What follows belongs to an exercise in optimizing a design on an open flow for small area, a short achievable clock period and few clock cycles per item; a production flow would make more cautious choices. RTL that was checked went through simulation tests only; none was proved equivalent to the original.

==> job 4708: inputs <==
==> flow/design.v <==
`default_nettype none
package cpu_pkg;
    localparam logic [2:0] F3_ADD  = 3'b000;
    localparam logic [2:0] F3_SLL  = 3'b001;
    localparam logic [2:0] F3_SLT  = 3'b010;
    localparam logic [2:0] F3_SLTU = 3'b011;
    localparam logic [2:0] F3_XOR  = 3'b100;
    localparam logic [2:0] F3_SR   = 3'b101;
    localparam logic [2:0] F3_OR   = 3'b110;
    localparam logic [2:0] F3_AND  = 3'b111;
endpackage
`default_nettype wire
`default_nettype none
module register_file (
    input  wire                        clk,
    input  wire                        rstn,
    input  wire [5-1:0]   rd_idx_a,
    input  wire [5-1:0]   rd_idx_b,
    input  wire                        rd_zero_a,    
    output logic [32-1:0]       rd_data_a,
    output logic [32-1:0]       rd_data_b,
    input  wire                        wr_en,
    input  wire [5-1:0]   wr_idx,
    input  wire [32-1:0]        wr_data
);
    logic [32-1:0]      regs  [32];
    logic [32-1:0] valid;
    assign valid[0] = 1'b0;
    for (genvar i = 1; i < 32; i++) begin : g_valid
        always_ff @(posedge clk or negedge rstn) begin
            if (!rstn) begin
                valid[i] <= 1'b0;
            end else if (wr_en && wr_idx == i) begin
                valid[i] <= 1'b1;
            end
        end
    end
    assign regs[0] = '0;
    for (genvar i = 1; i < 32; i++) begin : g_reg
        always_ff @(posedge clk) begin
            if (wr_en && wr_idx == i) begin
                regs[i] <= wr_data;
            end
        end
    end
    assign rd_data_a = (valid[rd_idx_a] && !rd_zero_a) ? regs[rd_idx_a] : '0;
    assign rd_data_b = valid[rd_idx_b] ? regs[rd_idx_b] : '0;
endmodule
`default_nettype wire
`default_nettype none
module dispatch_unit (
    input  wire                          clk,
    input  wire                          rstn,
    input  wire                          psel,
    input  wire                          penable,
    input  wire                          pwrite,
    input  wire [12-1:0]    paddr,
    input  wire [32-1:0]          pwdata,
    output logic [32-1:0]         prdata,
    output logic                         pready,
    output logic                         pslverr,
    output logic [5-1:0]    rd_idx_a,
    output logic [5-1:0]    rd_idx_b,
    output logic                         rd_zero_a,
    input  wire [32-1:0]          rd_data_a,
    input  wire [32-1:0]          rd_data_b,
    output logic [2:0]                   ex_f3,
    output logic                         ex_alt,
    output logic [32-1:0]         ex_a,
    output logic [32-1:0]         ex_b,
    output logic                         wr_en,
    output logic [5-1:0]    wr_idx
);
    logic                        setup;
    logic                        instr_addr;
    logic                        status_addr;
    logic                        reg_addr;
    logic [6:0]                  opcode;
    logic [2:0]                  funct3;
    logic [6:0]                  funct7;
    logic                        is_op;
    logic                        is_imm;
    logic                        legal;
    logic                        err;
    logic [32-1:0]        opa_q;
    logic                        err_q;
    assign setup       = psel & ~penable;
    assign instr_addr  = paddr == 12'h000;
    assign status_addr = paddr == 12'h004;
    assign reg_addr    = paddr[11:7] == 5'b00001 && paddr[1:0] == 2'b00;
    assign opcode = pwdata[6:0];
    assign funct3 = pwdata[14:12];
    assign funct7 = pwdata[31:25];
    assign is_op  = opcode == 7'b0110011;
    assign is_imm = opcode == 7'b0010011;
    always_comb begin
        legal = 1'b0;
        if (is_op) begin
            legal = funct7 == 7'h00 || (funct7 == 7'h20 && (funct3 == 3'b000 || funct3 == 3'b101));
        end else if (is_imm) begin
            if (funct3 == 3'b001)      legal = funct7 == 7'h00;
            else if (funct3 == 3'b101) legal = funct7 == 7'h00 || funct7 == 7'h20;
            else                       legal = 1'b1;
        end
    end
    assign err = pwrite ? !(instr_addr && legal) : !(status_addr || reg_addr);
    assign rd_idx_a  = pwrite ? pwdata[19:15] : paddr[2 +: 5];
    assign rd_idx_b  = pwdata[24:20];
    assign rd_zero_a = !pwrite && !paddr[7];
    always_ff @(posedge clk) begin
        opa_q  <= rd_data_a;
        ex_b   <= is_imm ? {{(32 - 12){pwdata[31]}}, pwdata[31:20]} : rd_data_b;
        ex_f3  <= funct3;
        ex_alt <= pwdata[30] && (is_op || funct3 == 3'b101);
        wr_idx <= pwdata[11:7];
        err_q  <= err;
    end
    always_ff @(posedge clk or negedge rstn) begin
        if (!rstn) begin
            wr_en <= 1'b0;
        end else begin
            wr_en <= setup && pwrite && instr_addr && legal && pwdata[11:7] != '0;
        end
    end
    assign ex_a    = opa_q;
    assign prdata  = opa_q;
    assign pready  = 1'b1;
    assign pslverr = err_q;
endmodule
`default_nettype wire
`default_nettype none
module alu_lane (
    input  wire [2:0]              f3,
    input  wire                    alt,     
    input  wire [32-1:0]    a,
    input  wire [32-1:0]    b,
    output logic [32-1:0]   y
);
    logic [4:0]           shamt;
    logic                 sub;
    logic [32:0]   diff;
    logic                 lt;
    logic                 ltu;
    logic [32-1:0] sra;
    assign sra   = $signed(a) >>> shamt;
    assign shamt = b[4:0];
    assign sub   = alt | f3[1];
    assign diff  = {1'b0, a} + {1'b0, sub ? ~b : b} + {{32{1'b0}}, sub};
    assign lt    = (a[31] ^ b[31]) ? a[31] : diff[31];
    assign ltu   = (a[31] ^ b[31]) ? b[31] : diff[31];
    always_comb begin
        case (f3)
            cpu_pkg::F3_ADD:  y = diff[32-1:0];
            cpu_pkg::F3_SLL:  y = a << shamt;
            cpu_pkg::F3_SLT:  y = {{(32 - 1){1'b0}}, lt};
            cpu_pkg::F3_SLTU: y = {{(32 - 1){1'b0}}, ltu};
            cpu_pkg::F3_XOR:  y = a ^ b;
            cpu_pkg::F3_SR:   y = alt ? sra : a >> shamt;
            cpu_pkg::F3_OR:   y = a | b;
            default:          y = a & b;
        endcase
    end
endmodule
`default_nettype wire
`default_nettype none
module cpu_core (
    input  wire                         clk,
    input  wire                         rstn,
    input  wire                         psel,
    input  wire                         penable,
    input  wire                         pwrite,
    input  wire [12-1:0]   paddr,
    input  wire [32-1:0]         pwdata,
    output logic [32-1:0]        prdata,
    output logic                        pready,
    output logic                        pslverr
);
    logic [5-1:0] rd_idx_a;
    logic [5-1:0] rd_idx_b;
    logic                      rd_zero_a;
    logic [32-1:0]      rd_data_a;
    logic [32-1:0]      rd_data_b;
    logic [2:0]                ex_f3;
    logic                      ex_alt;
    logic [32-1:0]      ex_a;
    logic [32-1:0]      ex_b;
    logic                      wr_en;
    logic [5-1:0] wr_idx;
    logic [32-1:0]      wr_data;
    dispatch_unit u_dispatch (.*);
    alu_lane u_alu (
        .f3  (ex_f3),
        .alt (ex_alt),
        .a   (ex_a),
        .b   (ex_b),
        .y   (wr_data)
    );
    register_file u_regs (.*);
endmodule
`default_nettype wire
==> flow/run.sh <==
#!/bin/bash
# synth_recipe.tcl (not shown) runs the flow's synth.tcl, then flattens the netlist and writes it again
# the make line also repeats each setting of config.mk as NAME=value (left out here)
make -C /OpenROAD-flow-scripts/flow DESIGN_CONFIG=/design/flow/config.mk WORK_HOME=/design/flow/orfs CLKGATE_MAP_FILE= SYNTH_SCRIPT=/design/flow/synth_recipe.tcl finish
==> flow/config.mk <==
export PLATFORM = sky130hd
export DESIGN_NAME = cpu_core
export DESIGN_NICKNAME = cpu_core
export VERILOG_FILES = /design/flow/design.v
export SDC_FILE = /design/flow/constraint.sdc
export NUM_CORES = 4
export LEC_CHECK = 0
export CAP_MARGIN = 20
export CELL_PAD_IN_SITES_DETAIL_PLACEMENT = 1
export CELL_PAD_IN_SITES_GLOBAL_PLACEMENT = 2
export CORE_MARGIN = 2
export CORE_UTILIZATION = 35
export SLEW_MARGIN = 20
==> flow/constraint.sdc <==
create_clock -name core_clock -period 9.0 [get_ports {clk}]
set_input_delay 1.8000 -clock core_clock [delete_from_list [all_inputs] [get_ports {clk}]]
set_output_delay 1.8000 -clock core_clock [all_outputs]
set_load 0.01 [all_outputs]
==> job 6983 (differences from job 4708) <==
--- a/flow/design.v
+++ b/flow/design.v
@@ -16,7 +16,5 @@
     input  wire                        rstn,
-    input  wire [5-1:0]   rd_idx_a,
-    input  wire [5-1:0]   rd_idx_b,
-    input  wire                        rd_zero_a,    
-    output logic [32-1:0]       rd_data_a,
-    output logic [32-1:0]       rd_data_b,
+    input  wire [5-1:0]   rd_idx,
+    input  wire                        rd_zero,      
+    output logic [32-1:0]       rd_data,
     input  wire                        wr_en,
@@ -45,4 +43,8 @@
     end
-    assign rd_data_a = (valid[rd_idx_a] && !rd_zero_a) ? regs[rd_idx_a] : '0;
-    assign rd_data_b = valid[rd_idx_b] ? regs[rd_idx_b] : '0;
+    always_comb begin
+        rd_data = '0;
+        for (int i = 1; i < 32; i++) begin
+            rd_data = rd_data | (regs[i] & {32{valid[i] && !rd_zero && rd_idx == i}});
+        end
+    end
 endmodule
@@ -61,7 +63,5 @@
     output logic                         pslverr,
-    output logic [5-1:0]    rd_idx_a,
-    output logic [5-1:0]    rd_idx_b,
-    output logic                         rd_zero_a,
-    input  wire [32-1:0]          rd_data_a,
-    input  wire [32-1:0]          rd_data_b,
+    output logic [5-1:0]    rd_idx,
+    output logic                         rd_zero,
+    input  wire [32-1:0]          rd_data,
     output logic [2:0]                   ex_f3,
@@ -70,2 +70,3 @@
     output logic [32-1:0]         ex_b,
+    input  wire [32-1:0]          ex_y,
     output logic                         wr_en,
@@ -73,3 +74,2 @@
 );
-    logic                        setup;
     logic                        instr_addr;
@@ -84,5 +84,6 @@
     logic                        err;
+    logic                        fwd;
+    logic [32-1:0]        opnd;
     logic [32-1:0]        opa_q;
     logic                        err_q;
-    assign setup       = psel & ~penable;
     assign instr_addr  = paddr == 12'h000;
@@ -106,8 +107,13 @@
     assign err = pwrite ? !(instr_addr && legal) : !(status_addr || reg_addr);
-    assign rd_idx_a  = pwrite ? pwdata[19:15] : paddr[2 +: 5];
-    assign rd_idx_b  = pwdata[24:20];
-    assign rd_zero_a = !pwrite && !paddr[7];
+    assign rd_idx  = penable ? pwdata[24:20] : pwrite ? pwdata[19:15] : paddr[2 +: 5];
+    assign rd_zero = !penable && !pwrite && !paddr[7];
+    assign fwd  = wr_en && wr_idx == rd_idx && !rd_zero;
+    assign opnd = fwd ? ex_y : rd_data;
     always_ff @(posedge clk) begin
-        opa_q  <= rd_data_a;
-        ex_b   <= is_imm ? {{(32 - 12){pwdata[31]}}, pwdata[31:20]} : rd_data_b;
+        if (!penable) begin
+            opa_q <= opnd;
+        end
+    end
+    always_ff @(posedge clk) begin
+        ex_b   <= is_imm ? {{(32 - 12){pwdata[31]}}, pwdata[31:20]} : opnd;
         ex_f3  <= funct3;
@@ -121,3 +127,3 @@
         end else begin
-            wr_en <= setup && pwrite && instr_addr && legal && pwdata[11:7] != '0;
+            wr_en <= psel && penable && pwrite && instr_addr && legal && pwdata[11:7] != '0;
         end
@@ -140,16 +146,28 @@
     logic                 sub;
-    logic [32:0]   diff;
+    logic [32-1:0] sum;
     logic                 lt;
     logic                 ltu;
-    logic [32-1:0] sra;
-    assign sra   = $signed(a) >>> shamt;
+    logic                 left;
+    logic                 fill;
+    logic [32-1:0] a_rev;
+    logic [32-1:0] sh_in;
+    logic [32-1:0] sh_out;
+    logic [32-1:0] sh_rev;
     assign shamt = b[4:0];
     assign sub   = alt | f3[1];
-    assign diff  = {1'b0, a} + {1'b0, sub ? ~b : b} + {{32{1'b0}}, sub};
-    assign lt    = (a[31] ^ b[31]) ? a[31] : diff[31];
-    assign ltu   = (a[31] ^ b[31]) ? b[31] : diff[31];
+    assign sum   = a + (b ^ {32{sub}}) + {{(32 - 1){1'b0}}, sub};
+    assign lt    = (a[31] ^ b[31]) ? a[31] : sum[31];
+    assign ltu   = (a[31] ^ b[31]) ? b[31] : sum[31];
+    for (genvar i = 0; i < 32; i++) begin : g_rev
+        assign a_rev[i]  = a[32-1-i];
+        assign sh_rev[i] = sh_out[32-1-i];
+    end
+    assign left   = ~f3[2];
+    assign fill   = alt & a[31] & ~left;
+    assign sh_in  = left ? a_rev : a;
+    assign sh_out = $signed({fill, sh_in}) >>> shamt;
     always_comb begin
         case (f3)
-            cpu_pkg::F3_ADD:  y = diff[32-1:0];
-            cpu_pkg::F3_SLL:  y = a << shamt;
+            cpu_pkg::F3_ADD:  y = sum;
+            cpu_pkg::F3_SLL:  y = sh_rev;
             cpu_pkg::F3_SLT:  y = {{(32 - 1){1'b0}}, lt};
@@ -157,3 +175,3 @@
             cpu_pkg::F3_XOR:  y = a ^ b;
-            cpu_pkg::F3_SR:   y = alt ? sra : a >> shamt;
+            cpu_pkg::F3_SR:   y = sh_out;
             cpu_pkg::F3_OR:   y = a | b;
@@ -177,7 +195,5 @@
 );
-    logic [5-1:0] rd_idx_a;
-    logic [5-1:0] rd_idx_b;
-    logic                      rd_zero_a;
-    logic [32-1:0]      rd_data_a;
-    logic [32-1:0]      rd_data_b;
+    logic [5-1:0] rd_idx;
+    logic                      rd_zero;
+    logic [32-1:0]      rd_data;
     logic [2:0]                ex_f3;
@@ -186,5 +202,5 @@
     logic [32-1:0]      ex_b;
+    logic [32-1:0]      ex_y;
     logic                      wr_en;
     logic [5-1:0] wr_idx;
-    logic [32-1:0]      wr_data;
     dispatch_unit u_dispatch (.*);
@@ -195,6 +211,9 @@
         .b   (ex_b),
-        .y   (wr_data)
+        .y   (ex_y)
     );
-    register_file u_regs (.*);
-endmodule
-`default_nettype wire
+    register_file u_regs (
+        .*,
+        .wr_data (ex_y)
+    );
+endmodule
+`default_nettype wire
--- a/flow/config.mk
+++ b/flow/config.mk
@@ -7,2 +7,3 @@
 export LEC_CHECK = 0
+export ABC_CLOCK_PERIOD_IN_PS = 3500
 export CAP_MARGIN = 20
@@ -12,2 +13,3 @@
 export CORE_UTILIZATION = 35
+export SETUP_SLACK_MARGIN = 5
 export SLEW_MARGIN = 20
==> summary.txt <==
Outcome: job 4708 timing/DRC/antenna clean; job 6983 timing/DRC/antenna clean
Clock skew after layout: job 4708 0.0466 ns; job 6983 0.0499 ns
Hold-critical path endpoint: job 4708 u_regs.valid[29]$_DFFE_PN0P_; job 6983 u_regs.valid[31]$_DFFE_PN0P_
Flip-flop and latch area: job 4708 32100 um2; job 6983 32400 um2
Mean post-synth cell area: job 4708 13.0 um2; job 6983 14.3 um2
Reg-to-reg endpoint: job 4708 u_regs.regs[11][28]$_DFFE_PP_; job 6983 u_dispatch.opa_q[17]$_DFFE_PN_
Crit-path max FO: job 4708 20; job 6983 7
Detailed Route Iter0 Violations: job 4708 8495; job 6983 4559
Portion of the post-synthesis area used by sequential elements: job 4708 61.9%; job 6983 67.4%
Post-Synth XOR/XNOR Area: job 4708 0.946%; job 6983 0.911%
Placed instance area: job 4708 56400 um2; job 6983 51800 um2
Critical Path Max Stage Delay: job 4708 0.92 ns; job 6983 0.57 ns
Standard-cell rows: job 4708 141; job 6983 135
Worst-case reg-to-reg path depth: job 4708 15; job 6983 12
M1 wire length: job 4708 107 mm; job 6983 94.3 mm
Largest net degree at the start of global routing: job 4708 64; job 6983 56
Testbench counts of job 4708, summed over its fixed seeds: cycles 4,816, instrs 2,400.
Only the layout flow was run in job 6983; the RTL was not checked for function there.

afterwards: timing with drivers on the ports:
In the flow no input, the clock included, has a driving cell. The finished layouts below were timed again as built, in two steps. Step 1: set_driving_cell puts a clkbuf_16 on clk and a buf_2 on each other input, an assumption about the parent block. Step 2 adds t to the input delays and takes it off the output delays; t is the mean of the earliest and latest rising clock arrival at the registers after step 1. Input paths then give back, and output paths get back, about the clock's delay inside the block. Three values: ideal, step 1, step 2; two values: the first two.
| run | shift t [ns] | setup WS [ns] | worst hold slack (ns) | worst setup path at the end | worst data-port slew with drivers (ns) |
|---|---|---|---|---|---|
| job 4708 | 0.806 | 3.487 / 3.547 / 2.741 | 0.492 / 0.492 / 0.492 | input to register | 0.08 |
| job 6983 | 0.808 | 4.771 / 4.715 / 3.907 | 0.463 / 0.463 / 0.463 | input to register | 0.14 |
After both steps every run listed still meets setup and hold. For job 6983, which loses most, drivers alone change the setup slack by -0.056 ns; drivers and shift together by -0.864 ns.
